Context: an optimization exercise on an open-source flow, tuned for small area, a short achievable clock period and few clock cycles. The choices shown serve that exercise and are no tape-out recipe.
In this exercise RTL edits were held to simulation tests only and were not proved equivalent to the original.
Power figures rest on the tool's default switching activity, not on a simulated workload.

<file path="flow/design.v">
package core101_pkg;
  localparam int xlen       = 32;
  localparam int reg_addr_w = 5;
  localparam logic [6:0] opc_op     = 7'b0110011;
  localparam logic [6:0] opc_op_imm = 7'b0010011;
  localparam logic [6:0] opc_lui    = 7'b0110111;
  localparam logic [2:0] f3_add_sub = 3'b000;
  localparam logic [2:0] f3_sll     = 3'b001;
  localparam logic [2:0] f3_slt     = 3'b010;
  localparam logic [2:0] f3_sltu    = 3'b011;
  localparam logic [2:0] f3_xor     = 3'b100;
  localparam logic [2:0] f3_srl_sra = 3'b101;
  localparam logic [2:0] f3_or      = 3'b110;
  localparam logic [2:0] f3_and     = 3'b111;
  localparam logic [6:0] f7_base = 7'b0000000;
  localparam logic [6:0] f7_alt  = 7'b0100000;
  localparam int ctl_w      = 10;
  localparam int ctl_sub    = 0;   
  localparam int ctl_arith  = 1;   
  localparam int ctl_add    = 2;   
  localparam int ctl_slt    = 3;   
  localparam int ctl_sltu   = 4;   
  localparam int ctl_xor    = 5;
  localparam int ctl_or     = 6;
  localparam int ctl_and    = 7;
  localparam int ctl_sll    = 8;
  localparam int ctl_sr     = 9;   
endpackage
`timescale 1ns/100ps
import core101_pkg::*;
module fetch_unit (
  input  logic            clock_in,
  input  logic            rst_n,
  input  logic            halt,
  input  logic [xlen-1:0] ins_data,
  output logic [xlen-1:0] ins_addr,
  output logic [xlen-1:0] ir,
  output logic            ir_valid
);
  logic [xlen-3:0] pc;
  assign ins_addr = {pc, 2'b00};
  always_ff @(posedge clock_in) begin
    if (!rst_n) begin
      pc       <= '0;
      ir_valid <= 1'b0;
    end else begin
      ir_valid <= !halt;
      if (!halt) pc <= pc + 1'b1;
    end
  end
  always_ff @(posedge clock_in) begin
    ir <= ins_data;
  end
endmodule
`timescale 1ns/100ps
import core101_pkg::*;
module decode_unit (
  input  logic [xlen-1:0]       ir,
  input  logic                  ir_valid,
  output logic                  dec_valid,
  output logic                  dec_illegal,
  output logic [reg_addr_w-1:0] rs1,
  output logic [reg_addr_w-1:0] rs2,
  output logic [reg_addr_w-1:0] rd,
  output logic [xlen-1:0]       imm,
  output logic [ctl_w-1:0]      ctl
);
  logic [6:0] opcode;
  logic [2:0] funct3;
  logic [6:0] funct7;
  logic       is_op;
  logic       is_op_imm;
  logic       is_lui;
  logic       f7_ok;
  logic       alt;
  logic       i_shift;
  logic       bad;
  assign opcode = ir[6:0];
  assign funct3 = ir[14:12];
  assign funct7 = ir[31:25];
  assign rd     = ir[11:7];
  assign rs1    = ir[19:15];
  assign rs2    = ir[24:20];
  assign is_op     = (opcode == opc_op);
  assign is_op_imm = (opcode == opc_op_imm);
  assign is_lui    = (opcode == opc_lui);
  assign f7_ok   = (funct7 == f7_base) || (funct7 == f7_alt);
  assign alt     = (funct7 == f7_alt);
  assign i_shift = (funct3 == f3_sll) || (funct3 == f3_srl_sra);
  assign bad = !(is_op || is_op_imm || is_lui) ||
               ((is_op || (is_op_imm && i_shift)) && !f7_ok);
  always_comb begin
    if (is_op)
      imm = '0;
    else if (is_lui)
      imm = {ir[31:12], 12'b0};
    else if (i_shift)
      imm = {27'b0, ir[24:20]};
    else
      imm = {{20{ir[31]}}, ir[31:20]};
  end
  always_comb begin
    ctl = '0;
    if (is_lui) begin
      ctl[ctl_add] = 1'b1;
    end else begin
      case (funct3)
        f3_add_sub: begin
          ctl[ctl_add] = 1'b1;
          ctl[ctl_sub] = is_op && alt;
        end
        f3_sll:  ctl[ctl_sll] = 1'b1;
        f3_slt:  begin ctl[ctl_slt]  = 1'b1; ctl[ctl_sub] = 1'b1; end
        f3_sltu: begin ctl[ctl_sltu] = 1'b1; ctl[ctl_sub] = 1'b1; end
        f3_xor:  ctl[ctl_xor] = 1'b1;
        f3_srl_sra: begin
          ctl[ctl_sr]    = 1'b1;
          ctl[ctl_arith] = alt;
        end
        f3_or:   ctl[ctl_or]  = 1'b1;
        default: ctl[ctl_and] = 1'b1;
      endcase
    end
  end
  assign dec_valid   = ir_valid && !bad;
  assign dec_illegal = ir_valid && bad;
endmodule
`timescale 1ns/100ps
import core101_pkg::*;
module issue_stage (
  input  logic                  clock_in,
  input  logic                  rst_n,
  input  logic [reg_addr_w-1:0] nxt_rs1,
  input  logic [reg_addr_w-1:0] nxt_rs2,
  input  logic [6:0]            nxt_opcode,
  input  logic                  dec_valid,
  input  logic                  dec_illegal,
  input  logic [reg_addr_w-1:0] rd,
  output logic                  rf_rd1,
  output logic                  rf_rd2,
  output logic                  rf_hit1,
  output logic                  rf_hit2,
  output logic                  fwd_a,
  output logic                  fwd_b,
  output logic                  ex_valid,
  output logic                  ex_illegal,
  output logic [reg_addr_w-1:0] ex_rd
);
  logic dec_writes;
  logic nxt_en1;
  logic nxt_en2;
  logic nxt_hit1;
  logic nxt_hit2;
  assign dec_writes = dec_valid && (rd != '0);
  assign nxt_en1    = (nxt_opcode != opc_lui);
  assign nxt_en2    = (nxt_opcode == opc_op);
  assign nxt_hit1 = nxt_en1 && ex_valid && (ex_rd == nxt_rs1);
  assign nxt_hit2 = nxt_en2 && ex_valid && (ex_rd == nxt_rs2);
  assign rf_rd1   = nxt_en1 && !nxt_hit1;
  assign rf_rd2   = nxt_en2 && !nxt_hit2;
  always_ff @(posedge clock_in) begin
    fwd_a   <= nxt_en1 && dec_writes && (rd == nxt_rs1);
    fwd_b   <= nxt_en2 && dec_writes && (rd == nxt_rs2);
    rf_hit1 <= nxt_hit1;
    rf_hit2 <= nxt_hit2;
  end
  always_ff @(posedge clock_in) begin
    if (!rst_n) begin
      ex_valid   <= 1'b0;
      ex_illegal <= 1'b0;
    end else begin
      ex_valid   <= dec_writes;
      ex_illegal <= dec_illegal;
    end
  end
  always_ff @(posedge clock_in) begin
    ex_rd <= rd;
  end
endmodule
`timescale 1ns/100ps
import core101_pkg::*;
module register_file (
  input  logic                  clock_in,
  input  logic                  rst_n,
  input  logic [reg_addr_w-1:0] nxt_rs1,
  input  logic [reg_addr_w-1:0] nxt_rs2,
  input  logic                  nxt_rd1,
  input  logic                  nxt_rd2,
  input  logic                  hit1,
  input  logic                  hit2,
  output logic [xlen-1:0]       rs1_data,
  output logic [xlen-1:0]       rs2_data,
  input  logic                  we,
  input  logic [reg_addr_w-1:0] waddr,
  input  logic [xlen-1:0]       wdata
);
  localparam int nregs = 2**reg_addr_w;
  logic [nregs-1:1][xlen-1:0] regs;
  logic [nregs-1:1]           valid;
  logic [nregs-1:1]           wsel;
  always_comb begin
    for (int k = 1; k < nregs; k++) begin
      wsel[k] = we && (waddr == reg_addr_w'(k));
    end
  end
  always_ff @(posedge clock_in) begin
    if (!rst_n) begin
      valid <= '0;
    end else begin
      valid <= valid | wsel;
    end
  end
  always_ff @(posedge clock_in) begin
    for (int k = 1; k < nregs; k++) begin
      if (wsel[k]) regs[k] <= wdata;
    end
  end
  logic [nregs-1:1] sel1;
  logic [nregs-1:1] sel2;
  always_ff @(posedge clock_in) begin
    for (int k = 1; k < nregs; k++) begin
      sel1[k] <= nxt_rd1 && (nxt_rs1 == reg_addr_w'(k)) && (valid[k] || wsel[k]);
      sel2[k] <= nxt_rd2 && (nxt_rs2 == reg_addr_w'(k)) && (valid[k] || wsel[k]);
    end
  end
  logic [nregs:0] sel1_all;
  logic [nregs:0] sel2_all;
  assign sel1_all = {1'b0, sel1, hit1};
  assign sel2_all = {1'b0, sel2, hit2};
  for (genvar j = 0; j < xlen; j++) begin : rbit
    logic [nregs:0] d;
    logic [10:0]    n1;
    logic [10:0]    n2;
    always_comb begin
      d = '0;
      d[0] = wdata[j];
      for (int k = 1; k < nregs; k++) d[k] = regs[k][j];
    end
    for (genvar g = 0; g < 10; g++) begin : grp
      rf_aoi222 u1 (.a1(d[3*g]), .b1(sel1_all[3*g]), .a2(d[3*g+1]), .b2(sel1_all[3*g+1]),
                    .a3(d[3*g+2]), .b3(sel1_all[3*g+2]), .y(n1[g]));
      rf_aoi222 u2 (.a1(d[3*g]), .b1(sel2_all[3*g]), .a2(d[3*g+1]), .b2(sel2_all[3*g+1]),
                    .a3(d[3*g+2]), .b3(sel2_all[3*g+2]), .y(n2[g]));
    end
    rf_aoi22 v1 (.a1(d[30]), .b1(sel1_all[30]), .a2(d[31]), .b2(sel1_all[31]), .y(n1[10]));
    rf_aoi22 v2 (.a1(d[30]), .b1(sel2_all[30]), .a2(d[31]), .b2(sel2_all[31]), .y(n2[10]));
    assign rs1_data[j] = !(&n1);
    assign rs2_data[j] = !(&n2);
  end
endmodule
module rf_aoi222 (
  input  logic a1, b1, a2, b2, a3, b3,
  output logic y
);
  assign y = !((a1 & b1) | (a2 & b2) | (a3 & b3));
endmodule
module rf_aoi22 (
  input  logic a1, b1, a2, b2,
  output logic y
);
  assign y = !((a1 & b1) | (a2 & b2));
endmodule
`timescale 1ns/100ps
import core101_pkg::*;
module int_exec_unit (
  input  logic                  clock_in,
  input  logic                  rst_n,
  input  logic [ctl_w-1:0]      ctl,
  input  logic [xlen-1:0]       rs1_data,
  input  logic [xlen-1:0]       rs2_data,
  input  logic [xlen-1:0]       imm,
  input  logic                  fwd_a,
  input  logic                  fwd_b,
  input  logic                  ex_valid,
  input  logic                  ex_illegal,
  input  logic [reg_addr_w-1:0] ex_rd,
  output logic                  wb_valid,
  output logic [reg_addr_w-1:0] wb_rd,
  output logic [xlen-1:0]       wb_data,
  output logic                  illegal_instr
);
  logic [ctl_w-1:0] alu_ctl;
  logic [xlen-1:0]  a;
  logic [xlen-1:0]  b;
  logic [xlen-1:0]  result;
  always_ff @(posedge clock_in) begin
    alu_ctl <= ctl;
    a       <= fwd_a ? result : rs1_data;
    b       <= (fwd_b ? result : (rs2_data | imm)) ^ {xlen{ctl[ctl_sub]}};
  end
  logic [4:0]      shamt;
  logic [xlen:0]   sum;
  logic            lt_u;
  logic            lt_s;
  logic [xlen-1:0] sll_res;
  logic [xlen-1:0] sr_res;
  assign shamt = b[4:0];
  localparam int lvls = 5;   
  logic [xlen-1:0] pg_p [lvls+1];
  logic [xlen-1:0] pg_g [lvls+1];
  logic [xlen-1:0] half;
  logic [xlen:0]   carry;
  always_comb begin
    half    = a ^ b;
    pg_p[0] = half;
    pg_g[0] = a & b;
    pg_g[0][0] = (a[0] & b[0]) | (half[0] & alu_ctl[ctl_sub]);
    for (int l = 1; l <= lvls; l++) begin
      for (int i = 0; i < xlen; i++) begin
        if (i >= (1 << (l-1))) begin
          pg_g[l][i] = pg_g[l-1][i] | (pg_p[l-1][i] & pg_g[l-1][i - (1 << (l-1))]);
          pg_p[l][i] = pg_p[l-1][i] & pg_p[l-1][i - (1 << (l-1))];
        end else begin
          pg_g[l][i] = pg_g[l-1][i];
          pg_p[l][i] = pg_p[l-1][i];
        end
      end
    end
    carry = {pg_g[lvls], alu_ctl[ctl_sub]};
  end
  assign sum = {carry[xlen], half ^ carry[xlen-1:0]};
  assign lt_u = !sum[xlen];
  assign lt_s = (a[xlen-1] == b[xlen-1]) ? a[xlen-1] : sum[xlen-1];
  assign sll_res = a << shamt;
  assign sr_res  = xlen'($signed({alu_ctl[ctl_arith] & a[xlen-1], a}) >>> shamt);
  always_comb begin
    result = ({xlen{alu_ctl[ctl_add]}} & sum[xlen-1:0])
           | ({xlen{alu_ctl[ctl_xor]}} & (a ^ b))
           | ({xlen{alu_ctl[ctl_or]}}  & (a | b))
           | ({xlen{alu_ctl[ctl_and]}} & (a & b))
           | ({xlen{alu_ctl[ctl_sll]}} & sll_res)
           | ({xlen{alu_ctl[ctl_sr]}}  & sr_res);
    result[0] = result[0] | (alu_ctl[ctl_slt] & lt_s) | (alu_ctl[ctl_sltu] & lt_u);
  end
  always_ff @(posedge clock_in) begin
    if (!rst_n) begin
      wb_valid      <= 1'b0;
      illegal_instr <= 1'b0;
    end else begin
      wb_valid      <= ex_valid;
      illegal_instr <= ex_illegal;
    end
  end
  always_ff @(posedge clock_in) begin
    wb_rd   <= ex_rd;
    wb_data <= result;
  end
endmodule
`timescale 1ns/100ps
import core101_pkg::*;
module core101_top (
  input  logic                  clock_in,
  input  logic                  rst_n,
  input  logic                  halt,
  input  logic [xlen-1:0]       ins_data,
  output logic [xlen-1:0]       ins_addr,
  output logic                  wb_valid,
  output logic [reg_addr_w-1:0] wb_rd,
  output logic [xlen-1:0]       wb_data,
  output logic                  illegal_instr
);
  logic [xlen-1:0]       ir;
  logic                  ir_valid;
  logic                  dec_valid;
  logic                  dec_illegal;
  logic [reg_addr_w-1:0] rs1;
  logic [reg_addr_w-1:0] rs2;
  logic [reg_addr_w-1:0] rd;
  logic [xlen-1:0]       imm;
  logic [ctl_w-1:0]      ctl;
  logic [xlen-1:0]       rs1_data;
  logic [xlen-1:0]       rs2_data;
  logic                  rf_rd1;
  logic                  rf_rd2;
  logic                  rf_hit1;
  logic                  rf_hit2;
  logic                  fwd_a;
  logic                  fwd_b;
  logic                  ex_valid;
  logic                  ex_illegal;
  logic [reg_addr_w-1:0] ex_rd;
  fetch_unit fetch0 (
    .clock_in, .rst_n, .halt, .ins_data, .ins_addr, .ir, .ir_valid
  );
  decode_unit decode0 (
    .ir, .ir_valid, .dec_valid, .dec_illegal, .rs1, .rs2, .rd,
    .imm, .ctl
  );
  issue_stage issue0 (
    .clock_in, .rst_n,
    .nxt_rs1(ins_data[19:15]), .nxt_rs2(ins_data[24:20]), .nxt_opcode(ins_data[6:0]),
    .dec_valid, .dec_illegal, .rd,
    .rf_rd1, .rf_rd2, .rf_hit1, .rf_hit2, .fwd_a, .fwd_b,
    .ex_valid, .ex_illegal, .ex_rd
  );
  register_file rf0 (
    .clock_in, .rst_n,
    .nxt_rs1(ins_data[19:15]), .nxt_rs2(ins_data[24:20]), .nxt_rd1(rf_rd1), .nxt_rd2(rf_rd2),
    .hit1(rf_hit1), .hit2(rf_hit2), .rs1_data, .rs2_data,
    .we(wb_valid), .waddr(wb_rd), .wdata(wb_data)
  );
  int_exec_unit int0 (
    .clock_in, .rst_n, .ctl, .rs1_data, .rs2_data, .imm, .fwd_a, .fwd_b,
    .ex_valid, .ex_illegal, .ex_rd,
    .wb_valid, .wb_rd, .wb_data, .illegal_instr
  );
endmodule
</file>
<file path="flow/run.sh">
#!/bin/bash
# synth_recipe.tcl (not shown) runs the flow's synth.tcl, then flattens the netlist and writes it again
# the make line also repeats each setting of config.mk as NAME=value (left out here)
make -C /OpenROAD-flow-scripts/flow DESIGN_CONFIG=/design/flow/config.mk WORK_HOME=/design/flow/orfs CLKGATE_MAP_FILE= SYNTH_SCRIPT=/design/flow/synth_recipe.tcl finish
</file>
<file path="flow/config.mk">
export PLATFORM = sky130hd
export DESIGN_NAME = core101_top
export DESIGN_NICKNAME = core101_top
export VERILOG_FILES = /design/flow/design.v
export SDC_FILE = /design/flow/constraint.sdc
export NUM_CORES = 4
export LEC_CHECK = 0
export ABC_CLOCK_PERIOD_IN_PS = 2500
export CAP_MARGIN = 20
export CELL_PAD_IN_SITES_DETAIL_PLACEMENT = 1
export CELL_PAD_IN_SITES_GLOBAL_PLACEMENT = 2
export CORE_MARGIN = 2
export CORE_UTILIZATION = 40
export SETUP_SLACK_MARGIN = 2.7
export SLEW_MARGIN = 20
export SYNTH_HIERARCHICAL = 1
export SYNTH_MINIMUM_KEEP_SIZE = 0
</file>
<file path="flow/constraint.sdc">
create_clock -name core_clock -period 6.0 [get_ports {clock_in}]
set_input_delay 1.2000 -clock core_clock [delete_from_list [all_inputs] [get_ports {clock_in}]]
set_output_delay 1.2000 -clock core_clock [all_outputs]
set_load 0.01 [all_outputs]
</file>
==> impl_metrics.toml, run 1 <==
[run_status]
run_status = "no timing/DRC/antenna violations"

[worst_setup_path]
critical_path_depth = 8
cp.arrival_ns = 4.01
critPathLaunchType = "register"
cpMaxStageDelayCell = "dfxtp_1"
ff2ff_path_depth = 8
critPathRequiredTime_ns = 6.63
r2r_slack_ns = 2.61
path_cells = "buf_4, a222oi_1, nand4_1, nor2_1, nand4_1, nor3_1, a21oi_1, xor2_1"
rr_startpoint = "rf0.sel2[3]"
worstSetupPathType = "reg -> reg"
crit_top_cell = "nand4_1"
endpoint_kind = "register"
slowest_delay_ns = 0.52
crit_start = "rf0.sel2[3]"
worstPathMaxFanout = 28
r2r-end = "int0.b[15]"
setup.worst_path.end = "int0.b[15]"
worst-path-buf-inv = 1
crit_family = "simple AND/OR/NAND/NOR gates"

[place]
portBuffers = 103
hpwl_um = 158000
gp_congestion = 0.949

[final_layout]
drive_gt1_frac = 0.172
syn_to_final_growth_pct = 17.8
fin_nets = 4313

[clock_network]
clock_path_buffers = 3
clock_sinks = 1272
cts_root_buf = "clkbuf_16"
clock_latency_ns = 0.79
htreeDepth = 4
clk_pin_slew_ns = 0.06
cts_inserted_buffers = 143
cts_tree = "yes"

[routing]
avgRoutedWirePerCell_um = 40.8
drc = 0
drt_pass1_iterations = 12
drtIter0Drc = 8796
vias_per_cell = 7.20
vias = 44000
wirelength_um = 250000
ant_nets = 0

[timing]
setup_viol = 0
finalHoldViolCount = 0
drv_slew = 0
rsz0062_at_grt = "yes"
worstMarginPinSlew_ns = 1.03
skew_ns = 0.0399
post-route-period-util = 0.565
relSlewSlack = 0.316
layout_min_cycle_time_ns = 3.39
max_freq_mhz = 295
setup_tns_ns = 0

[grt]
grt_use_met3 = 0.0712
gr-max-usage-layer = "met2"
grt_antenna_before_repair = 10
grt-ovfl-total = 0
grt_pass1_vias = 45000
use_met1 = 0.454
grt_max_degree = 65
use_met2 = 0.543
grt_pass1_wl_um = 346000
grt_use_total = 0.344

[run]
cap_violations = 0

[logic_synthesis]
syn_area_per_cell_um2 = 14.2
syn_inst = 3908
yosys_warnings = 13
syn_area_um2 = 55300

[die]
io_pins = 106
initial_core_util = 0.403
die_w_um = 376
num_rows = 136
die_area_um2 = 141000
die_height_um = 376
core_um2 = 137000

[pwr]
p_leak_uw = 0.0214
peakVddDrop_v = 0.000279
power_uw = 20200
p_per_area_nw_per_um2 = 309

[hold_path]
hold_path_depth = 0
hold_path.class = "reg -> reg"
## cell type report
class                   count  area [um^2]
fillers                 13500        72100
flip-flops and latches   1272        35500
multi-input cells        2381        19300
clock buffers             186         3890
repair buffers            299         2900
well taps                1794         2240
clock inverters            69          897
inverters                 112          424
repair inverters            1         5.00
diodes                      1         2.50
## cells in the final DEF, fill, tap and decap left out, drive strengths merged, types with 25 or more instances in the layout
| cell | instances |
|---|---|
| a211oi | 25 |
| a21o | 28 |
| a21oi | 187 |
| a222oi | 640 |
| a22oi | 71 |
| buf | 189 |
| clkbuf | 189 |
| clkdlybuf4s50 | 102 |
| clkinv | 44 |
| dfxtp | 280 |
| edfxtp | 992 |
| ha | 66 |
| inv | 115 |
| mux2i | 26 |
| mux4 | 66 |
| nand2 | 145 |
| nand3 | 34 |
| nand4 | 223 |
| nor2 | 239 |
| nor2b | 49 |
| nor3 | 97 |
| o21ai | 89 |
| xnor2 | 37 |
| xor2 | 42 |
## flip-flops by register name (all words and copies together) (netlist names), 31 cells and up
signal        count
rf0.sel2         31
rf0.regs        992
int0.wb_data     32
fetch0.ir        32
int0.a           32
int0.b           32
rf0.sel1         31
rf0.valid        31
## how the worst min path moves through the flow
stage,start,end
2_1_floorplan,issue0.ex_rd[0],int0.wb_rd[0]
3_3_place_gp,issue0.ex_rd[1],int0.wb_rd[1]
3_5_place_dp,issue0.ex_rd[4],int0.wb_rd[4]
6_report,issue0.ex_rd[4],int0.wb_rd[4]
4_1_cts,issue0.ex_rd[4],int0.wb_rd[4]
5_1_grt,issue0.ex_rd[4],int0.wb_rd[4]
## power breakdown
group	leakage [uW]	switching [uW]	total, uW	internal, uW
sequential	0.0114	135	9840	9700
clock	0.00234	3660	9020	5370
combinational	0.00765	882	1310	427
total	0.0214	4670	20200	15500
## per-layer routing
metal | routed length, um | vias up | share of wire
met4 | 12300 | 2 | 0.049
met3 | 24900 | 567 | 0.10
met1 | 96700 | 22900 | 0.39
met5 | 12 | - | 0.000048
met2 | 116000 | 2855 | 0.46
li1 | - | 17700 | -
## stage by stage
step | utilization | hold WS [ns] | setup slack [ns] | area [um^2] | instances
2_1_floorplan | - | 0.375 | 2.71 | 55400 | 3909
3_3_place_gp | 0.432 | 0.382 | 1.68 | 59400 | 5820
3_5_place_dp | 0.432 | 0.388 | 1.79 | 59400 | 5820
4_1_cts | 0.473 | 0.383 | 2.56 | 64900 | 6101
5_1_grt | 0.475 | 0.405 | 2.59 | 65200 | 6114
6_report | 0.475 | 0.382 | 2.61 | 65200 | 6115
## what timing repair did
action	in CTS	in global routing
cloned	5	1
endpoints found under the setup margin	126	45
hold buffers	0	0
hold endpoints to repair	0	0
setup buffers	21	12
gates resized for setup	136	49
pin swaps	10	13
Testbench counts, summed over its fixed seeds: cycles 16,013.
==> run 2, diff against run 1 <==
--- a/flow/design.v
+++ b/flow/design.v
@@ -188,8 +188,9 @@
   input  logic                  nxt_rd2,
   input  logic                  hit1,
   input  logic                  hit2,
-  output logic [xlen-1:0]       rs1_data,
-  output logic [xlen-1:0]       rs2_data,
+  input  logic [xlen-1:0]       imm,
+  output logic [xlen-1:0]       rs1_data_n,
+  output logic [xlen-1:0]       rs2_data_n,
   input  logic                  we,
   input  logic [reg_addr_w-1:0] waddr,
   input  logic [xlen-1:0]       wdata
@@ -231,6 +232,8 @@
     logic [nregs:0] d;
     logic [10:0]    n1;
     logic [10:0]    n2;
+    logic [2:0]     o1;
+    logic [2:0]     o2;
     always_comb begin
       d = '0;
       d[0] = wdata[j];
@@ -242,10 +245,17 @@
       rf_aoi222 u2 (.a1(d[3*g]), .b1(sel2_all[3*g]), .a2(d[3*g+1]), .b2(sel2_all[3*g+1]),
                     .a3(d[3*g+2]), .b3(sel2_all[3*g+2]), .y(n2[g]));
     end
-    rf_aoi22 v1 (.a1(d[30]), .b1(sel1_all[30]), .a2(d[31]), .b2(sel1_all[31]), .y(n1[10]));
-    rf_aoi22 v2 (.a1(d[30]), .b1(sel2_all[30]), .a2(d[31]), .b2(sel2_all[31]), .y(n2[10]));
-    assign rs1_data[j] = !(&n1);
-    assign rs2_data[j] = !(&n2);
+    rf_aoi22  v1 (.a1(d[30]), .b1(sel1_all[30]), .a2(d[31]), .b2(sel1_all[31]), .y(n1[10]));
+    rf_aoi221 v2 (.a1(d[30]), .b1(sel2_all[30]), .a2(d[31]), .b2(sel2_all[31]), .c(imm[j]),
+                  .y(n2[10]));
+    rf_nand4 w10 (.a(n1[0]), .b(n1[1]), .c(n1[2]),  .d(n1[3]), .y(o1[0]));
+    rf_nand4 w11 (.a(n1[4]), .b(n1[5]), .c(n1[6]),  .d(n1[7]), .y(o1[1]));
+    rf_nand3 w12 (.a(n1[8]), .b(n1[9]), .c(n1[10]), .y(o1[2]));
+    rf_nor3  x1  (.a(o1[0]), .b(o1[1]), .c(o1[2]),  .y(rs1_data_n[j]));
+    rf_nand4 w20 (.a(n2[0]), .b(n2[1]), .c(n2[2]),  .d(n2[3]), .y(o2[0]));
+    rf_nand4 w21 (.a(n2[4]), .b(n2[5]), .c(n2[6]),  .d(n2[7]), .y(o2[1]));
+    rf_nand3 w22 (.a(n2[8]), .b(n2[9]), .c(n2[10]), .y(o2[2]));
+    rf_nor3  x2  (.a(o2[0]), .b(o2[1]), .c(o2[2]),  .y(rs2_data_n[j]));
   end
 endmodule
 module rf_aoi222 (
@@ -260,85 +270,162 @@
 );
   assign y = !((a1 & b1) | (a2 & b2));
 endmodule
+module rf_aoi221 (
+  input  logic a1, b1, a2, b2, c,
+  output logic y
+);
+  assign y = !((a1 & b1) | (a2 & b2) | c);
+endmodule
+module rf_nand4 (
+  input  logic a, b, c, d,
+  output logic y
+);
+  assign y = !(a & b & c & d);
+endmodule
+module rf_nand3 (
+  input  logic a, b, c,
+  output logic y
+);
+  assign y = !(a & b & c);
+endmodule
+module rf_nor3 (
+  input  logic a, b, c,
+  output logic y
+);
+  assign y = !(a | b | c);
+endmodule
 `timescale 1ns/100ps
 import core101_pkg::*;
 module int_exec_unit (
   input  logic                  clock_in,
   input  logic                  rst_n,
   input  logic [ctl_w-1:0]      ctl,
-  input  logic [xlen-1:0]       rs1_data,
-  input  logic [xlen-1:0]       rs2_data,
-  input  logic [xlen-1:0]       imm,
+  input  logic [xlen-1:0]       rs1_data_n,
+  input  logic [xlen-1:0]       rs2_data_n,
   input  logic                  fwd_a,
   input  logic                  fwd_b,
   input  logic                  ex_valid,
   input  logic                  ex_illegal,
   input  logic [reg_addr_w-1:0] ex_rd,
+  output logic [xlen-1:0]       ex_result,
   output logic                  wb_valid,
   output logic [reg_addr_w-1:0] wb_rd,
-  output logic [xlen-1:0]       wb_data,
-  output logic                  illegal_instr
+  output logic [xlen-1:0]       wb_data
 );
   logic [ctl_w-1:0] alu_ctl;
   logic [xlen-1:0]  a;
   logic [xlen-1:0]  b;
   logic [xlen-1:0]  result;
+  logic [xlen-1:0] next_a;
+  logic [xlen-1:0] next_b;
+  logic [4:0]      shamt;
   always_ff @(posedge clock_in) begin
     alu_ctl <= ctl;
-    a       <= fwd_a ? result : rs1_data;
-    b       <= (fwd_b ? result : (rs2_data | imm)) ^ {xlen{ctl[ctl_sub]}};
+    a       <= next_a;
+    b       <= next_b ^ {xlen{ctl[ctl_sub]}};
+    shamt   <= next_b[4:0];
   end
-  logic [4:0]      shamt;
   logic [xlen:0]   sum;
   logic            lt_u;
   logic            lt_s;
   logic [xlen-1:0] sll_res;
   logic [xlen-1:0] sr_res;
-  assign shamt = b[4:0];
   localparam int lvls = 5;   
-  logic [xlen-1:0] pg_p [lvls+1];
-  logic [xlen-1:0] pg_g [lvls+1];
   logic [xlen-1:0] half;
   logic [xlen:0]   carry;
-  always_comb begin
-    half    = a ^ b;
-    pg_p[0] = half;
-    pg_g[0] = a & b;
-    pg_g[0][0] = (a[0] & b[0]) | (half[0] & alu_ctl[ctl_sub]);
-    for (int l = 1; l <= lvls; l++) begin
-      for (int i = 0; i < xlen; i++) begin
-        if (i >= (1 << (l-1))) begin
-          pg_g[l][i] = pg_g[l-1][i] | (pg_p[l-1][i] & pg_g[l-1][i - (1 << (l-1))]);
-          pg_p[l][i] = pg_p[l-1][i] & pg_p[l-1][i - (1 << (l-1))];
-        end else begin
-          pg_g[l][i] = pg_g[l-1][i];
-          pg_p[l][i] = pg_p[l-1][i];
+  logic [xlen-1:0] kg [lvls+1];
+  logic [xlen-1:0] kt [lvls+1];
+  assign half = a ^ b;
+  for (genvar i = 0; i < xlen; i++) begin : lvl0
+    if (i == 0) begin : cin
+      ks_pg0_c u (.a(a[0]), .b(b[0]), .c(alu_ctl[ctl_sub]), .g_n(kg[0][0]), .t_n(kt[0][0]));
+    end else begin : pg
+      ks_pg0 u (.a(a[i]), .b(b[i]), .g_n(kg[0][i]), .t_n(kt[0][i]));
+    end
+  end
+  for (genvar l = 1; l <= lvls; l++) begin : lvl
+    localparam int d = 1 << (l-1);
+    for (genvar i = 0; i < xlen; i++) begin : node
+      if (i < d) begin : done
+        assign kg[l][i] = !kg[l-1][i];
+        assign kt[l][i] = 1'b0;
+      end else if (i - d < d) begin : gray
+        assign kt[l][i] = 1'b0;
+        if (l % 2 == 1) begin : n2p
+          ks_gray_n2p u (.gh_n(kg[l-1][i]), .th_n(kt[l-1][i]), .gl_n(kg[l-1][i-d]), .g(kg[l][i]));
+        end else begin : p2n
+          ks_gray_p2n u (.gh(kg[l-1][i]), .th(kt[l-1][i]), .gl(kg[l-1][i-d]), .g_n(kg[l][i]));
+        end
+      end else begin : black
+        if (l % 2 == 1) begin : n2p
+          ks_dot_n2p u (.gh_n(kg[l-1][i]), .th_n(kt[l-1][i]), .gl_n(kg[l-1][i-d]),
+                        .tl_n(kt[l-1][i-d]), .g(kg[l][i]), .t(kt[l][i]));
+        end else begin : p2n
+          ks_dot_p2n u (.gh(kg[l-1][i]), .th(kt[l-1][i]), .gl(kg[l-1][i-d]),
+                        .tl(kt[l-1][i-d]), .g_n(kg[l][i]), .t_n(kt[l][i]));
         end
       end
     end
-    carry = {pg_g[lvls], alu_ctl[ctl_sub]};
   end
-  assign sum = {carry[xlen], half ^ carry[xlen-1:0]};
+  assign carry = {kg[lvls], alu_ctl[ctl_sub]};
+  assign sum   = {carry[xlen], half ^ carry[xlen-1:0]};
   assign lt_u = !sum[xlen];
   assign lt_s = (a[xlen-1] == b[xlen-1]) ? a[xlen-1] : sum[xlen-1];
-  assign sll_res = a << shamt;
-  assign sr_res  = xlen'($signed({alu_ctl[ctl_arith] & a[xlen-1], a}) >>> shamt);
+  logic [xlen-1:0] sr_in;
   always_comb begin
-    result = ({xlen{alu_ctl[ctl_add]}} & sum[xlen-1:0])
-           | ({xlen{alu_ctl[ctl_xor]}} & (a ^ b))
-           | ({xlen{alu_ctl[ctl_or]}}  & (a | b))
-           | ({xlen{alu_ctl[ctl_and]}} & (a & b))
-           | ({xlen{alu_ctl[ctl_sll]}} & sll_res)
-           | ({xlen{alu_ctl[ctl_sr]}}  & sr_res);
-    result[0] = result[0] | (alu_ctl[ctl_slt] & lt_s) | (alu_ctl[ctl_sltu] & lt_u);
+    for (int i = 0; i < xlen; i++) begin
+      sr_in[i]   = alu_ctl[ctl_sll] ? a[xlen-1-i] : a[i];
+    end
   end
+  assign sr_res = xlen'($signed({alu_ctl[ctl_arith] & a[xlen-1], sr_in}) >>> shamt);
+  always_comb begin
+    for (int i = 0; i < xlen; i++) sll_res[i] = sr_res[xlen-1-i];
+  end
+  logic [xlen-1:0] logic_res;
+  logic            lt_bit;
+  assign logic_res = ({xlen{alu_ctl[ctl_xor]}} & (a ^ b))
+                   | ({xlen{alu_ctl[ctl_or]}}  & (a | b))
+                   | ({xlen{alu_ctl[ctl_and]}} & (a & b));
+  assign lt_bit    = (alu_ctl[ctl_slt] & lt_s) | (alu_ctl[ctl_sltu] & lt_u);
+  logic [2:0]      dst_on;
+  logic [2:0][xlen-1:0] dst_other;
+  logic [2:0][xlen-1:0] dst_out;
+  assign dst_on       = {fwd_b, fwd_a, 1'b1};
+  assign dst_other[0] = '0;
+  assign dst_other[1] = ~rs1_data_n;
+  assign dst_other[2] = ~rs2_data_n;
+  for (genvar x = 0; x < 3; x++) begin : dst
+    logic            sel_add;
+    logic            sel_sll;
+    logic            sel_sr;
+    logic            sel_lt;
+    logic [xlen-1:0] late_n;
+    logic [xlen-1:0] early_n;
+    logic            lt_n;
+    assign sel_add = dst_on[x] & alu_ctl[ctl_add];
+    assign sel_sll = dst_on[x] & alu_ctl[ctl_sll];
+    assign sel_sr  = dst_on[x] & alu_ctl[ctl_sr];
+    assign early_n = ~(dst_on[x] ? logic_res : dst_other[x]);
+    assign lt_n    = ~(dst_on[x] & lt_bit);
+    for (genvar i = 0; i < xlen; i++) begin : bitx
+      rf_aoi222 u (.a1(sum[i]), .b1(sel_add), .a2(sll_res[i]), .b2(sel_sll),
+                   .a3(sr_res[i]), .b3(sel_sr), .y(late_n[i]));
+      if (i == 0) begin : b0
+        ex_nand3 v (.a(late_n[i]), .b(early_n[i]), .c(lt_n), .y(dst_out[x][i]));
+      end else begin : bn
+        ex_nand2 v (.a(late_n[i]), .b(early_n[i]), .y(dst_out[x][i]));
+      end
+    end
+  end
+  assign result    = dst_out[0];
+  assign ex_result = result;
+  assign next_a = dst_out[1];
+  assign next_b = dst_out[2];
   always_ff @(posedge clock_in) begin
     if (!rst_n) begin
       wb_valid      <= 1'b0;
-      illegal_instr <= 1'b0;
     end else begin
       wb_valid      <= ex_valid;
-      illegal_instr <= ex_illegal;
     end
   end
   always_ff @(posedge clock_in) begin
@@ -346,6 +433,58 @@
     wb_data <= result;
   end
 endmodule
+module ks_pg0 (
+  input  logic a, b,
+  output logic g_n, t_n
+);
+  assign g_n = !(a & b);
+  assign t_n = !(a | b);
+endmodule
+module ks_pg0_c (
+  input  logic a, b, c,
+  output logic g_n, t_n
+);
+  assign g_n = !((a & b) | ((a | b) & c));
+  assign t_n = !(a | b);
+endmodule
+module ks_dot_n2p (
+  input  logic gh_n, th_n, gl_n, tl_n,
+  output logic g, t
+);
+  assign g = !(gh_n & (th_n | gl_n));
+  assign t = !(th_n | tl_n);
+endmodule
+module ks_gray_n2p (
+  input  logic gh_n, th_n, gl_n,
+  output logic g
+);
+  assign g = !(gh_n & (th_n | gl_n));
+endmodule
+module ks_dot_p2n (
+  input  logic gh, th, gl, tl,
+  output logic g_n, t_n
+);
+  assign g_n = !(gh | (th & gl));
+  assign t_n = !(th & tl);
+endmodule
+module ks_gray_p2n (
+  input  logic gh, th, gl,
+  output logic g_n
+);
+  assign g_n = !(gh | (th & gl));
+endmodule
+module ex_nand2 (
+  input  logic a, b,
+  output logic y
+);
+  assign y = !(a & b);
+endmodule
+module ex_nand3 (
+  input  logic a, b, c,
+  output logic y
+);
+  assign y = !(a & b & c);
+endmodule
 `timescale 1ns/100ps
 import core101_pkg::*;
 module core101_top (
@@ -368,8 +507,8 @@
   logic [reg_addr_w-1:0] rd;
   logic [xlen-1:0]       imm;
   logic [ctl_w-1:0]      ctl;
-  logic [xlen-1:0]       rs1_data;
-  logic [xlen-1:0]       rs2_data;
+  logic [xlen-1:0]       rs1_data_n;
+  logic [xlen-1:0]       rs2_data_n;
   logic                  rf_rd1;
   logic                  rf_rd2;
   logic                  rf_hit1;
@@ -379,6 +518,10 @@
   logic                  ex_valid;
   logic                  ex_illegal;
   logic [reg_addr_w-1:0] ex_rd;
+  logic [xlen-1:0]       ex_result;
+  logic                  rf_we;
+  logic [reg_addr_w-1:0] rf_waddr;
+  logic [xlen-1:0]       rf_wdata;
   fetch_unit fetch0 (
     .clock_in, .rst_n, .halt, .ins_data, .ins_addr, .ir, .ir_valid
   );
@@ -396,12 +539,25 @@
   register_file rf0 (
     .clock_in, .rst_n,
     .nxt_rs1(ins_data[19:15]), .nxt_rs2(ins_data[24:20]), .nxt_rd1(rf_rd1), .nxt_rd2(rf_rd2),
-    .hit1(rf_hit1), .hit2(rf_hit2), .rs1_data, .rs2_data,
-    .we(wb_valid), .waddr(wb_rd), .wdata(wb_data)
+    .hit1(rf_hit1), .hit2(rf_hit2), .imm, .rs1_data_n, .rs2_data_n,
+    .we(rf_we), .waddr(rf_waddr), .wdata(rf_wdata)
   );
   int_exec_unit int0 (
-    .clock_in, .rst_n, .ctl, .rs1_data, .rs2_data, .imm, .fwd_a, .fwd_b,
-    .ex_valid, .ex_illegal, .ex_rd,
-    .wb_valid, .wb_rd, .wb_data, .illegal_instr
+    .clock_in, .rst_n, .ctl, .rs1_data_n, .rs2_data_n, .fwd_a, .fwd_b,
+    .ex_valid, .ex_illegal, .ex_rd, .ex_result,
+    .wb_valid(rf_we), .wb_rd(rf_waddr), .wb_data(rf_wdata)
   );
+  always_ff @(posedge clock_in) begin
+    if (!rst_n) begin
+      wb_valid      <= 1'b0;
+      illegal_instr <= 1'b0;
+    end else begin
+      wb_valid      <= ex_valid;
+      illegal_instr <= ex_illegal;
+    end
+  end
+  always_ff @(posedge clock_in) begin
+    wb_rd   <= ex_rd;
+    wb_data <= ex_result;
+  end
 endmodule
==> flow/config.mk (replaced) <==
export PLATFORM = sky130hd
export DESIGN_NAME = core101_top
export DESIGN_NICKNAME = core101_top
export VERILOG_FILES = /design/flow/design.v
export SDC_FILE = /design/flow/constraint.sdc
export NUM_CORES = 4
export LEC_CHECK = 0
export CAP_MARGIN = 20
export CELL_PAD_IN_SITES_DETAIL_PLACEMENT = 1
export CELL_PAD_IN_SITES_GLOBAL_PLACEMENT = 2
export CORE_MARGIN = 2
export CORE_UTILIZATION = 40
export CTS_CLUSTER_DIAMETER = 100
export CTS_CLUSTER_SIZE = 30
export SETUP_SLACK_MARGIN = 3.3
export SLEW_MARGIN = 20
export SYNTH_HIERARCHICAL = 1
export SYNTH_MINIMUM_KEEP_SIZE = 0
export TNS_END_PERCENT = 5
==> impl_metrics.toml, run 2 <==
[pwr]
power_uw = 16600
p_per_area_nw_per_um2 = 253
peakVddDrop_v = 0.000247
p_leak_uw = 0.0214

[place]
dp_slack_ns = 2.20
portBuffers = 103
hpwl_um = 167000
gp_congestion = 0.945

[timing]
setup_tns_ns = 0
skew_ns = 0.0529
drv_slew = 0
fin_ws_ns = 2.93
relSlewSlack = 0.184
rsz0062_at_grt = "yes"
finalHoldViolCount = 0
setup_viol = 0
layout_min_cycle_time_ns = 3.07
max_freq_mhz = 326
worstMarginPinSlew_ns = 1.22
post-route-period-util = 0.512

[clock_network]
htreeDepth = 2
clock_latency_ns = 0.74
clock_path_buffers = 3
clk_pin_slew_ns = 0.11
cts_inserted_buffers = 57
clock_sinks = 1315
cts_tree = "yes"
cts_root_buf = "clkbuf_16"

[logic_synthesis]
syn_inst = 4019
syn_area_um2 = 57500
syn_area_per_cell_um2 = 14.3
yosys_warnings = 16

[grt]
grt_pass1_wl_um = 365000
grt_pass1_vias = 44100
grt_max_degree = 38
grt_use_total = 0.354
grt-ovfl-total = 0
grt_antenna_before_repair = 8

[final_layout]
top_register = "rf0.regs"
regArea_um2 = 36500
fin_nets = 4395
syn_to_final_growth_pct = 13.9
drive_gt1_frac = 0.225
multiInputGateArea_um2 = 21000
fillers = 14200
final_cell_mix = "edfxtp_1 (992), a222oi_1 (770), nand2_1 (226), dfxtp_1 (210), buf_4 (205)"
final_common_cell = "edfxtp_1"
largest_reg_flops = 992

[routing]
drt_pass1_iterations = 10
avgRoutedWirePerCell_um = 43.0
vias_per_cell = 7.26
ant_nets = 0
drc = 0
wirelength_um = 268000
drtIter0Drc = 9091
vias = 45300

[die]
core_um2 = 143000
die_area_um2 = 147000
die_w_um = 383
initial_core_util = 0.402
die_height_um = 383
num_rows = 139
io_pins = 106

[worst_setup_path]
cp.arrival_ns = 3.73
crit_top_cell = "buf_4"
cpMaxStageDelayCell = "a211oi_1"
crit_family = "compound AO/OA/AOI/OAI gates"
endpoint_kind = "register"
worst-path-buf-inv = 3
critPathRequiredTime_ns = 6.66
worstSetupPathType = "reg -> reg"
slowest_delay_ns = 0.60
path_cells = "buf_4, clkinvlp_4, a211oi_1, a311oi_2, buf_4, o221ai_2, a222oi_1, nand2_1, xor2_1"
critPathLaunchType = "register"
worstPathMaxFanout = 29

[run]
cap_violations = 0

[run_status]
run_status = "no timing/DRC/antenna violations"

[hold_path]
hold_path.class = "reg -> reg"
## run 2: cell types whose count changed in the layout (fill, tap and decap cells not counted), sizes merged, moves of 43 or more
cell / before / now
nand2: 145 / 231
a222oi: 640 / 770
a21oi: 187 / 118
mux2: 17 / 78
buf: 189 / 246
nand3: 34 / 90
clkbuf: 189 / 81
nor2: 239 / 186
dfxtp: 280 / 323
nand4: 223 / 150
## run 2: final timing paths
path / start / to / slack [ns] / cells past startpoint
max: int0.shamt[4] / int0.b[7] / 2.93 / 9
min: fetch0.ir[9] / issue0.ex_rd[2] / 0.41 / 0
max reg2reg: int0.shamt[4] / int0.b[7] / 2.93 / 9
min reg2reg: fetch0.ir[9] / issue0.ex_rd[2] / 0.41 / 0
## run 2: report_power, final
part / internal [uW] / switching (uW)
clock network: 2000 / 3130
registers: 9990 / 172
logic: 378 / 915
total: 12400 / 4220
## run 2: final cells by class
class	instances	area share
clock buffers	79	0.0248
clock inverters	18	0.00439
diodes	3	0.000115
inverters	123	0.00718
flip-flops and latches	1315	0.556
repair buffers	351	0.0505
well taps	1903	0.0363
multi-input cells	2446	0.320
## run 2: timing repair
action	4_1_cts	5_1_grt
endpoints found under the setup margin	294	405
pin swaps	41	44
buffers inserted	39	50
hold buffers	0	0
resized for setup	162	132
gates cloned	3	1
## run 2: through the flow
step / instances / instance area (um^2) / hold WS (ns) / utilization
after CTS: 6184 / 64600 / 0.415 / 0.451
after global routing: 6235 / 65500 / 0.424 / 0.458
after global placement: 6045 / 61700 / 0.397 / 0.431
final: 6238 / 65500 / 0.412 / 0.458
after floorplan: 4020 / 57500 / 0.384 / -
after detailed placement: 6045 / 61700 / 0.399 / 0.431
## run 2: routing by layer
metal | GRT usage | vias to the layer above | share of wire
met4 | 0.161 | 4 | 0.052
met1 | 0.476 | 23800 | 0.39
met5 | 0 | - | 0.000082
li1 | - | 18100 | -
met2 | 0.558 | 2902 | 0.46
met3 | 0.0653 | 490 | 0.10
## run 2: worst register-to-register path: stages, from the launching register on
cell	delay, ns
dfxtp_1	0.33
buf_4	0.39
clkinvlp_4	0.53
a211oi_1	0.60
a311oi_2	0.09
buf_4	0.19
o221ai_2	0.42
a222oi_1	0.17
nand2_1	0.15
xor2_1	0.14
Testbench counts of run 2, summed over its fixed seeds: cycles 16,013.
==> run 3, diff against run 2 <==
--- a/flow/design.v
+++ b/flow/design.v
@@ -318,12 +318,26 @@
   logic [xlen-1:0]  result;
   logic [xlen-1:0] next_a;
   logic [xlen-1:0] next_b;
-  logic [4:0]      shamt;
+  logic [3:0]      sh_lo_r;
+  logic [3:0]      sh_lo_l;
+  logic [3:0]      sh_mid;
+  logic            sh_hi;
+  logic [3:0]      dec_lo;
+  logic [3:0]      dec_mid;
+  always_comb begin
+    for (int k = 0; k < 4; k++) begin
+      dec_lo[k]  = (next_b[1:0] == 2'(k));
+      dec_mid[k] = (next_b[3:2] == 2'(k));
+    end
+  end
   always_ff @(posedge clock_in) begin
     alu_ctl <= ctl;
     a       <= next_a;
     b       <= next_b ^ {xlen{ctl[ctl_sub]}};
-    shamt   <= next_b[4:0];
+    sh_lo_r <= dec_lo & {4{!ctl[ctl_sll]}};
+    sh_lo_l <= dec_lo & {4{ctl[ctl_sll]}};
+    sh_mid  <= dec_mid;
+    sh_hi   <= next_b[4];
   end
   logic [xlen:0]   sum;
   logic            lt_u;
@@ -371,13 +385,39 @@
   assign sum   = {carry[xlen], half ^ carry[xlen-1:0]};
   assign lt_u = !sum[xlen];
   assign lt_s = (a[xlen-1] == b[xlen-1]) ? a[xlen-1] : sum[xlen-1];
-  logic [xlen-1:0] sr_in;
-  always_comb begin
-    for (int i = 0; i < xlen; i++) begin
-      sr_in[i]   = alu_ctl[ctl_sll] ? a[xlen-1-i] : a[i];
+  logic            fill;
+  logic [xlen-1:0] sh1;
+  logic [xlen-1:0] sh2;
+  assign fill = alu_ctl[ctl_arith] & a[xlen-1];
+  for (genvar i = 0; i < xlen; i++) begin : shbit
+    logic [7:0] t;
+    logic [7:0] s;
+    logic [2:0] n1;
+    logic [1:0] n2;
+    for (genvar k = 0; k < 4; k++) begin : src
+      assign t[k]   = (i + k < xlen) ? a[i + k] : fill;
+      assign t[4+k] = (i + k < xlen) ? a[xlen-1-i-k] : fill;
     end
+    assign s = {sh_lo_l, sh_lo_r};
+    rf_aoi222 g1a (.a1(t[0]), .b1(s[0]), .a2(t[1]), .b2(s[1]), .a3(t[2]), .b3(s[2]), .y(n1[0]));
+    rf_aoi222 g1b (.a1(t[3]), .b1(s[3]), .a2(t[4]), .b2(s[4]), .a3(t[5]), .b3(s[5]), .y(n1[1]));
+    rf_aoi22  g1c (.a1(t[6]), .b1(s[6]), .a2(t[7]), .b2(s[7]), .y(n1[2]));
+    ex_nand3  g1  (.a(n1[0]), .b(n1[1]), .c(n1[2]), .y(sh1[i]));
+  end
+  for (genvar i = 0; i < xlen; i++) begin : shbit2
+    logic [3:0] u;
+    logic [1:0] n2;
+    for (genvar k = 0; k < 4; k++) begin : src
+      assign u[k] = (i + 4*k < xlen) ? sh1[i + 4*k] : fill;
+    end
+    rf_aoi22 g2a (.a1(u[0]), .b1(sh_mid[0]), .a2(u[1]), .b2(sh_mid[1]), .y(n2[0]));
+    rf_aoi22 g2b (.a1(u[2]), .b1(sh_mid[2]), .a2(u[3]), .b2(sh_mid[3]), .y(n2[1]));
+    ex_nand2 g2  (.a(n2[0]), .b(n2[1]), .y(sh2[i]));
+  end
+  for (genvar i = 0; i < xlen; i++) begin : shbit3
+    ex_mux2 g3 (.a(sh2[i]), .b((i + 16 < xlen) ? sh2[(i + 16) % xlen] : fill), .s(sh_hi),
+                .y(sr_res[i]));
   end
-  assign sr_res = xlen'($signed({alu_ctl[ctl_arith] & a[xlen-1], sr_in}) >>> shamt);
   always_comb begin
     for (int i = 0; i < xlen; i++) sll_res[i] = sr_res[xlen-1-i];
   end
@@ -485,6 +525,12 @@
 );
   assign y = !(a & b & c);
 endmodule
+module ex_mux2 (
+  input  logic a, b, s,
+  output logic y
+);
+  assign y = s ? b : a;
+endmodule
 `timescale 1ns/100ps
 import core101_pkg::*;
 module core101_top (
--- a/flow/config.mk
+++ b/flow/config.mk
@@ -10,8 +10,9 @@
 export CELL_PAD_IN_SITES_GLOBAL_PLACEMENT = 2
 export CORE_MARGIN = 2
 export CORE_UTILIZATION = 40
-export CTS_CLUSTER_DIAMETER = 100
-export CTS_CLUSTER_SIZE = 30
+export CTS_CLUSTER_DIAMETER = 80
+export CTS_CLUSTER_SIZE = 20
+export PLACE_DENSITY = 0.7
 export SETUP_SLACK_MARGIN = 3.3
 export SLEW_MARGIN = 20
 export SYNTH_HIERARCHICAL = 1
==> impl_metrics.toml, run 3 <==
[routing]
drc = 0
drt_pass1_iterations = 28
drtIter0Drc = 9255
vias_per_cell = 7.23
vias = 45500
wirelength_um = 246000
met2_length_um = 113000
avgRoutedWirePerCell_um = 39.1
met1_length_um = 95200
met3_length_um = 26400
routed.top_layer = "met5"
ant_nets = 0

[logic_synthesis]
syn_area_um2 = 57900
syn_area_per_cell_um2 = 14.3
syn_inst = 4049
yosys_warnings = 16

[worst_setup_path]
critPathLaunchType = "register"
cp.arrival_ns = 3.36
critPathRequiredTime_ns = 6.39
worstSetupPathType = "reg -> reg"
worstPathMaxFanout = 18
endpoint_kind = "register"

[clock_network]
cts_inserted_buffers = 87
clk_pin_slew_ns = 0.08
clock_latency_ns = 0.76
hold_buffers = 0
cts_tree = "yes"
cts_root_buf = "clkbuf_16"
clock_sinks = 1323
clock_path_buffers = 3
htreeDepth = 3

[grt]
grt_antenna_before_repair = 6
grt_pass1_vias = 44900
grt-ovfl-total = 0
grt_use_total = 0.322
grt_max_degree = 39
grt_pass1_wl_um = 341000

[pwr]
power_uw = 17300
p_leak_uw = 0.0218
p_per_area_nw_per_um2 = 263
peakVddDrop_v = 0.000251

[timing]
post-route-period-util = 0.495
setup_tns_ns = 0
worstMarginPinSlew_ns = 1.13
drv_slew = 0
relSlewSlack = 0.247
setup_viol = 0
holdWs_ns = 0.431
max_freq_mhz = 337
layout_min_cycle_time_ns = 2.97
skew_ns = 0.0650
finalHoldViolCount = 0
rsz0062_at_grt = "yes"

[final_layout]
final_core_util = 0.458
fillers = 14400
drive_gt1_frac = 0.203
syn_to_final_growth_pct = 13.6
fin_nets = 4434
final_cell_mix = "edfxtp_1 (992), a222oi_1 (800), dfxtp_1 (247), nand2_1 (219), buf_4 (176)"
largest_reg_flops = 992
final_common_cell = "edfxtp_1"
top_register = "rf0.regs"
final_area_um2 = 65800

[run_status]
run_status = "no timing/DRC/antenna violations"

[run]
cap_violations = 0

[place]
hpwl_um = 151000
dpl_cell_area_um2 = 62100
gp_congestion = 0.935
portBuffers = 103

[die]
die_area_um2 = 148000
die_w_um = 384
initial_core_util = 0.403
core_um2 = 144000
die_height_um = 384
num_rows = 139
io_pins = 106

[hold_path]
hold_path.class = "reg -> reg"
## run 3: critical path, cell delays in order (launching register included)
cell     delay, ns
dfxtp_1       0.66
nand3_1       0.54
nor2_4        0.86
buf_4         0.49
## run 3: through the flow
stage / setup slack, ns / std cells
floorplan: 3.23 / 4050
global placement: 2.41 / 6101
detailed placement: 2.28 / 6101
CTS: 3.02 / 6281
global route: 2.99 / 6294
finish: 3.03 / 6295
## run 3: path summary, 6_finish.rpt
path | from | endpoint | slack [ns] | cells after the start
worst max-delay path | int0.wb_rd[4] | rf0.regs[749] | 3.03 | 3
worst min register to register | issue0.ex_rd[3] | wb_rd[3] | 0.43 | 0
worst max register to register | int0.wb_rd[4] | rf0.regs[749] | 3.03 | 3
worst min-delay path | issue0.ex_rd[3] | wb_rd[3] | 0.43 | 0
## run 3: per-layer routing
layer,track usage,vias to the layer above
li1,-,18500
met5,0,-
met3,0.0638,584
met4,0.141,8
met2,0.512,3027
met1,0.428,23500
## run 3: power breakdown
| part | total [uW] | switching (uW) | internal, uW |
|---|---|---|---|
| clock | 6260 | 3430 | 2840 |
| combinational | 921 | 654 | 267 |
| sequential | 10100 | 144 | 9980 |
## run 3: final cells by class
| type | instances | area (um^2) | area share |
|---|---|---|---|
| antenna | 1 | 2.50 | 0.0000381 |
| timing repair buffer | 296 | 2590 | 0.0394 |
| inverter | 83 | 312 | 0.00474 |
| clock inverter | 40 | 455 | 0.00693 |
| sequential | 1323 | 36600 | 0.557 |
| tap | 1903 | 2380 | 0.0362 |
| multi-input combinational | 2543 | 21200 | 0.322 |
| clock buffer | 106 | 2250 | 0.0342 |
## run 3: what timing repair did
action                     in CTS  in global routing
cloned                          4                  2
pin swaps                      48                 20
resized for setup             143                 45
setup endpoints to repair     336                358
buffers inserted               30                 11
Testbench counts of run 3, summed over its fixed seeds: cycles 16,013.
==> run 4, diff against run 3 <==
--- a/flow/config.mk
+++ b/flow/config.mk
@@ -9,7 +9,7 @@
 export CELL_PAD_IN_SITES_DETAIL_PLACEMENT = 1
 export CELL_PAD_IN_SITES_GLOBAL_PLACEMENT = 2
 export CORE_MARGIN = 2
-export CORE_UTILIZATION = 40
+export CORE_UTILIZATION = 55
 export CTS_CLUSTER_DIAMETER = 80
 export CTS_CLUSTER_SIZE = 20
 export PLACE_DENSITY = 0.7
==> impl_metrics.toml, run 4 <==
[die]
num_rows = 119
die_area_um2 = 108000
die_w_um = 328
core_um2 = 105000
die_height_um = 328
io_pins = 106
initial_core_util = 0.552

[clock_network]
clk_pin_slew_ns = 0.08
clock_path_buffers = 3
clock_latency_ns = 0.72
clock_sinks = 1323
cts_inserted_buffers = 80
htreeDepth = 3
cts_tree = "yes"
cts_root_buf = "clkbuf_16"
hold_buffers = 0

[timing]
skew_ns = 0.0536
worstMarginPinSlew_ns = 1.14
post-route-period-util = 0.496
setup_tns_ns = 0
layout_min_cycle_time_ns = 2.98
rsz0062_at_grt = "yes"
relSlewSlack = 0.233
drv_slew = 0
setup_viol = 0
max_freq_mhz = 336
finalHoldViolCount = 0

[final_layout]
final_core_util = 0.619
antenna_cells = 0
final_common_cell = "edfxtp_1"
drive_gt1_frac = 0.198
final_area_um2 = 64900
syn_to_final_growth_pct = 12.1
fin_nets = 4432
final_cell_mix = "edfxtp_1 (992), a222oi_1 (800), dfxtp_1 (263), nand2_1 (210), buf_4 (182)"
fillers = 9786
stdcell_count = 5779
largest_reg_flops = 992
top_register = "rf0.regs"

[grt]
grt_use_total = 0.421
grt_max_degree = 38
grt_antenna_before_repair = 5
grt-ovfl-total = 0
grt_pass1_wl_um = 329000
grt_pass1_vias = 46000

[hold_path]
whs_endpoint = "issue0.ex_rd[3]"
hold_path_depth = 0
hold_path.class = "reg -> reg"
min_from = "fetch0.ir[10]"

[logic_synthesis]
syn_area_per_cell_um2 = 14.3
yosys_warnings = 16
syn_inst = 4049
syn_area_um2 = 57900

[worst_setup_path]
endpoint_kind = "register"
r2r-end = "int0.sh_lo_r[0]"
worstPathMaxFanout = 32
critPathRequiredTime_ns = 6.59
rr_startpoint = "rf0.sel2[21]"
r2r_slack_ns = 3.02
worstSetupPathType = "reg -> reg"
critPathLaunchType = "register"
cp.arrival_ns = 3.56
ff2ff_path_depth = 8

[routing]
wirelength_um = 234000
ant_nets = 0
drtIter0Drc = 10800
drt_pass1_iterations = 14
vias = 46400
avgRoutedWirePerCell_um = 40.6
drc = 0
vias_per_cell = 8.04

[place]
dpl_cell_area_um2 = 61400
gp_congestion = 0.994
portBuffers = 103
dp_cells = 5584
hpwl_um = 146000

[pwr]
peakVddDrop_v = 0.000350
p_leak_uw = 0.0216
power_uw = 16900
p_per_area_nw_per_um2 = 260

[run_status]
run_status = "no timing/DRC/antenna violations"

[run]
cap_violations = 0
==> run 4: critical path: stages (launching register included) <==
cell      delay, ns
dfxtp_1        0.33
buf_8          0.21
a222oi_1       0.52
nand4_1        0.52
nor3_4         0.39
nand2b_1       0.19
o41ai_4        0.13
nand3_1        0.27
nor3_2         0.27
==> run 4: how the worst max path moves through the flow <==
stage	start	endpoint	slack, ns
6_report	rf0.sel2[21]	int0.sh_lo_r[0]	3.02
5_1_grt	int0.sh_lo_r[0]	int0.sh_lo_r[0]	3.00
4_1_cts	fetch0.pc[9]	ins_addr[11]	3.03
3_5_place_dp	int0.a[0]	int0.sh_lo_l[1]	2.12
3_3_place_gp	int0.a[0]	int0.sh_lo_l[1]	2.23
2_1_floorplan	ins_data[3]	rf0.sel2[3]	3.23
==> run 4: through the flow <==
step           hold slack, ns  setup slack, ns
2_1_floorplan           0.384             3.23
3_3_place_gp            0.403             2.23
3_5_place_dp            0.407             2.12
4_1_cts                 0.422             3.03
5_1_grt                 0.439             3.00
6_report                0.423             3.02
==> run 4: final cells by class <==
type                    count  area, um^2  area share
flip-flops and latches   1323       36600       0.564
multi-input cells        2544       21200       0.327
repair buffers            300        2610      0.0402
well taps                1391        1740      0.0268
clock buffers             122        2190      0.0338
inverters                  83         312     0.00480
clock inverters            16         262     0.00403
==> run 4: repair_timing <==
| item | in CTS | in global routing |
|---|---|---|
| buffers inserted | 31 | 21 |
| gates cloned | 5 | 0 |
| pin swaps | 48 | 50 |
| resized for setup | 139 | 44 |
| endpoints found under the setup margin | 231 | 249 |
==> run 4: where the power goes <==
| part | switching, uW | leakage (uW) | internal (uW) |
|---|---|---|---|
| clock network | 3180 | 0.00117 | 2650 |
| registers | 155 | 0.0118 | 9980 |
| logic | 628 | 0.00864 | 263 |
| total | 3970 | 0.0216 | 12900 |
==> run 4: metal layers <==
layer	routed length, um	up-vias	global-route usage
met3	33400	791	0.106
met1	81300	23200	0.549
li1	-	18400	-
met5	59	-	0
met2	105000	3973	0.647
met4	14400	8	0.235
==> run 5, diff against run 4 <==
--- a/flow/design.v
+++ b/flow/design.v
@@ -304,13 +304,7 @@
   input  logic [xlen-1:0]       rs2_data_n,
   input  logic                  fwd_a,
   input  logic                  fwd_b,
-  input  logic                  ex_valid,
-  input  logic                  ex_illegal,
-  input  logic [reg_addr_w-1:0] ex_rd,
-  output logic [xlen-1:0]       ex_result,
-  output logic                  wb_valid,
-  output logic [reg_addr_w-1:0] wb_rd,
-  output logic [xlen-1:0]       wb_data
+  output logic [xlen-1:0]       ex_result
 );
   logic [ctl_w-1:0] alu_ctl;
   logic [xlen-1:0]  a;
@@ -461,17 +455,6 @@
   assign ex_result = result;
   assign next_a = dst_out[1];
   assign next_b = dst_out[2];
-  always_ff @(posedge clock_in) begin
-    if (!rst_n) begin
-      wb_valid      <= 1'b0;
-    end else begin
-      wb_valid      <= ex_valid;
-    end
-  end
-  always_ff @(posedge clock_in) begin
-    wb_rd   <= ex_rd;
-    wb_data <= result;
-  end
 endmodule
 module ks_pg0 (
   input  logic a, b,
@@ -565,9 +548,6 @@
   logic                  ex_illegal;
   logic [reg_addr_w-1:0] ex_rd;
   logic [xlen-1:0]       ex_result;
-  logic                  rf_we;
-  logic [reg_addr_w-1:0] rf_waddr;
-  logic [xlen-1:0]       rf_wdata;
   fetch_unit fetch0 (
     .clock_in, .rst_n, .halt, .ins_data, .ins_addr, .ir, .ir_valid
   );
@@ -586,12 +566,11 @@
     .clock_in, .rst_n,
     .nxt_rs1(ins_data[19:15]), .nxt_rs2(ins_data[24:20]), .nxt_rd1(rf_rd1), .nxt_rd2(rf_rd2),
     .hit1(rf_hit1), .hit2(rf_hit2), .imm, .rs1_data_n, .rs2_data_n,
-    .we(rf_we), .waddr(rf_waddr), .wdata(rf_wdata)
+    .we(wb_valid), .waddr(wb_rd), .wdata(wb_data)
   );
   int_exec_unit int0 (
     .clock_in, .rst_n, .ctl, .rs1_data_n, .rs2_data_n, .fwd_a, .fwd_b,
-    .ex_valid, .ex_illegal, .ex_rd, .ex_result,
-    .wb_valid(rf_we), .wb_rd(rf_waddr), .wb_data(rf_wdata)
+    .ex_result
   );
   always_ff @(posedge clock_in) begin
     if (!rst_n) begin
--- a/flow/config.mk
+++ b/flow/config.mk
@@ -9,7 +9,7 @@
 export CELL_PAD_IN_SITES_DETAIL_PLACEMENT = 1
 export CELL_PAD_IN_SITES_GLOBAL_PLACEMENT = 2
 export CORE_MARGIN = 2
-export CORE_UTILIZATION = 55
+export CORE_UTILIZATION = 40
 export CTS_CLUSTER_DIAMETER = 80
 export CTS_CLUSTER_SIZE = 20
 export PLACE_DENSITY = 0.7
==> impl_metrics.toml, run 5 <==
[run_status]
run_status = "no timing/DRC/antenna violations"

[routing]
vias_per_cell = 7.19
drt_pass1_iterations = 12
vias = 45300
drc = 0
ant_nets = 0
wirelength_um = 244000
drtIter0Drc = 9174
avgRoutedWirePerCell_um = 38.7

[clock_network]
clock_sinks = 1285
cts_inserted_buffers = 86
clk_pin_slew_ns = 0.08
cts_root_buf = "clkbuf_16"
htreeDepth = 3
clock_path_buffers = 3
cts_tree = "yes"
clock_latency_ns = 0.74

[worst_setup_path]
cpMaxStageDelayCell = "dlygate4sd2_1"
worstPathMaxFanout = 34
worst-path-buf-inv = 2
critPathLaunchType = "register"
slowest_delay_ns = 0.37
worstSetupPathType = "reg -> out"
path_cells = "buf_6, dlygate4sd2_1"
critPathRequiredTime_ns = 4.80
cp.arrival_ns = 1.76
endpoint_kind = "output port"
crit_family = "buffers and inverters"

[final_layout]
final_area_um2 = 65800
stdcell_count = 6295
syn_to_final_growth_pct = 15.3
fin_nets = 4434
final_core_util = 0.465
largest_reg_flops = 992
top_register = "rf0.regs"
final_common_cell = "edfxtp_1"
drive_gt1_frac = 0.217
final_cell_mix = "edfxtp_1 (992), a222oi_1 (800), nand2_1 (220), dfxtp_1 (187), buf_4 (183)"

[die]
num_rows = 138
core_um2 = 142000
initial_core_util = 0.403
io_pins = 106
die_height_um = 382
die_w_um = 382
die_area_um2 = 146000

[timing]
max_freq_mhz = 338
skew_ns = 0.0583
finalHoldViolCount = 0
layout_min_cycle_time_ns = 2.96
post-route-period-util = 0.493
drv_slew = 0
relSlewSlack = 0.244
setup_viol = 0
setup_tns_ns = 0
rsz0062_at_grt = "yes"
worstMarginPinSlew_ns = 1.13
holdWs_ns = 0.419

[place]
gp_congestion = 0.929
hpwl_um = 151000
dpl_cell_area_um2 = 61400
dp_cells = 6054
portBuffers = 103

[grt]
grt_pass1_vias = 44900
use_met2 = 0.500
grt_antenna_before_repair = 7
gr-max-usage-layer = "met2"
grt_use_total = 0.323
grt_use_met3 = 0.0780
use_met1 = 0.431
grt_pass1_wl_um = 340000
grt_max_degree = 37
grt-ovfl-total = 0

[pwr]
p_leak_uw = 0.0219
peakVddDrop_v = 0.000207
p_per_area_nw_per_um2 = 261

[hold_path]
hold_path.class = "reg -> reg"

[run]
cap_violations = 0

[logic_synthesis]
yosys_warnings = 16
syn_area_per_cell_um2 = 14.2
syn_area_um2 = 57100
syn_inst = 4010
run 5: changes by cell type in the layout (fill, tap and decap cells not counted), moves of 7 or more:
| cell | before | now |
|---|---|---|
| buf_6 | 10 | 18 |
| clkbuf_16 | 81 | 88 |
| dfxtp_4 | 31 | 52 |
| clkbuf_1 | 40 | 31 |
| dfxtp_2 | 37 | 54 |
| nand2_2 | 12 | 4 |
| buf_12 | 4 | 21 |
| bufbuf_16 | 0 | 8 |
| dlygate4sd2_1 | 1 | 29 |
| clkdlybuf4s50_1 | 100 | 70 |
| nand2_1 | 210 | 220 |
| dfxtp_1 | 263 | 187 |
run 5: area by class of cell:
| type | instances | area, um^2 |
|---|---|---|
| repair buffers | 335 | 3300 |
| diodes | 5 | 12.5 |
| multi-input cells | 2543 | 21100 |
| inverters | 83 | 312 |
| well taps | 1890 | 2360 |
| clock buffers | 120 | 2320 |
| clock inverters | 34 | 490 |
| flip-flops and latches | 1285 | 35900 |
| fillers | 14100 | 75700 |
run 5: worst paths after layout:
check / startpoint / endpoint / slack (ns) / cells past startpoint
max reg2reg: int0.sh_lo_r[0] / int0.sh_lo_r[2] / 3.04 / 11
min: issue0.ex_rd[0] / wb_rd[0] / 0.42 / 0
min reg2reg: issue0.ex_rd[0] / wb_rd[0] / 0.42 / 0
max: wb_data[28] / wb_data[28] / 3.04 / 2
run 5: power breakdown:
group / leakage (uW) / internal [uW] / switching (uW) / total, uW
Combinational: 0.00904 / 338 / 676 / 1010
Clock: 0.00134 / 2930 / 3370 / 6300
Sequential: 0.0115 / 9710 / 158 / 9860
run 5: timing repair:
item,in CTS,in global routing
pin swaps,43,35
gates cloned,12,3
gates resized for setup,286,41
hold buffers,0,0
setup endpoints to repair,285,226
buffers inserted,46,21
run 5: layer usage:
layer	up-vias	part of all wire
met5	-	0.00022
met4	8	0.044
met3	495	0.11
met2	2965	0.45
met1	23300	0.39
li1	18500	-
run 5: through the flow:
| step | power [uW] | worst slack, ns |
|---|---|---|
| 5_1_grt | 17600 | 2.97 |
| 4_1_cts | 17200 | 3.03 |
| 2_1_floorplan | 10500 | 3.23 |
| 3_5_place_dp | 10900 | 2.08 |
| 3_3_place_gp | 10900 | 2.24 |
| 6_report | 17200 | 3.04 |
run 5: worst reg2reg max path: stages, from the launching register on:
cell and delay, ns:
dfxtp_1 0.33, buf_12 0.17, a222oi_1 0.60, nand3_1 0.17
a22oi_2 0.19, nand2_1 0.11, mux2_4 0.30, a222oi_1 0.34
buf_4 0.22, nand2_2 0.06, buf_6 0.16, nor3b_2 0.15
Testbench counts of run 5, summed over its fixed seeds: cycles 16,013.

==> what the ideal ports hide <==
No port has a modelled driver above. Below, the same layouts with a new extraction and two added sets of constraints. Step 1 (the two cells are an assumption about what drives the block):
set clk [get_ports {clock_in}]
set_driving_cell -lib_cell sky130_fd_sc_hd__clkbuf_16 $clk
set_driving_cell -lib_cell sky130_fd_sc_hd__buf_2 [delete_from_list [all_inputs] $clk]
Step 2 adds t to the input delays and takes it off the output delays; t is the mean of the earliest and latest rising clock arrival at the registers after step 1. Input paths then give back, and output paths get back, about the clock's delay inside the block. Three values: no drivers, after step 1, after step 2; two values: the first two.
run | t, ns | slack for setup (ns) | slew at the worst register clock pin (ns) | worst slew at a driven data input, ns
run 1 | 0.851 | 2.611 / 2.611 / 2.120 | 0.07 / 0.07 | 0.04
run 2 | 0.799 | 2.930 / 2.902 / 2.423 | 0.12 / 0.12 | 0.05
run 3 | 0.805 | 3.031 / 2.982 / 2.413 | 0.09 / 0.09 | 0.07
run 4 | 0.764 | 3.024 / 2.987 / 2.408 | 0.10 / 0.10 | 0.07
run 5 | 0.802 | 3.040 / 2.953 / 2.420 | 0.09 / 0.09 | 0.09
After both steps setup and hold are still met in every run listed. The setup slack of run 5, which loses most, moves by -0.087 ns with the drivers and by -0.620 ns with both steps.
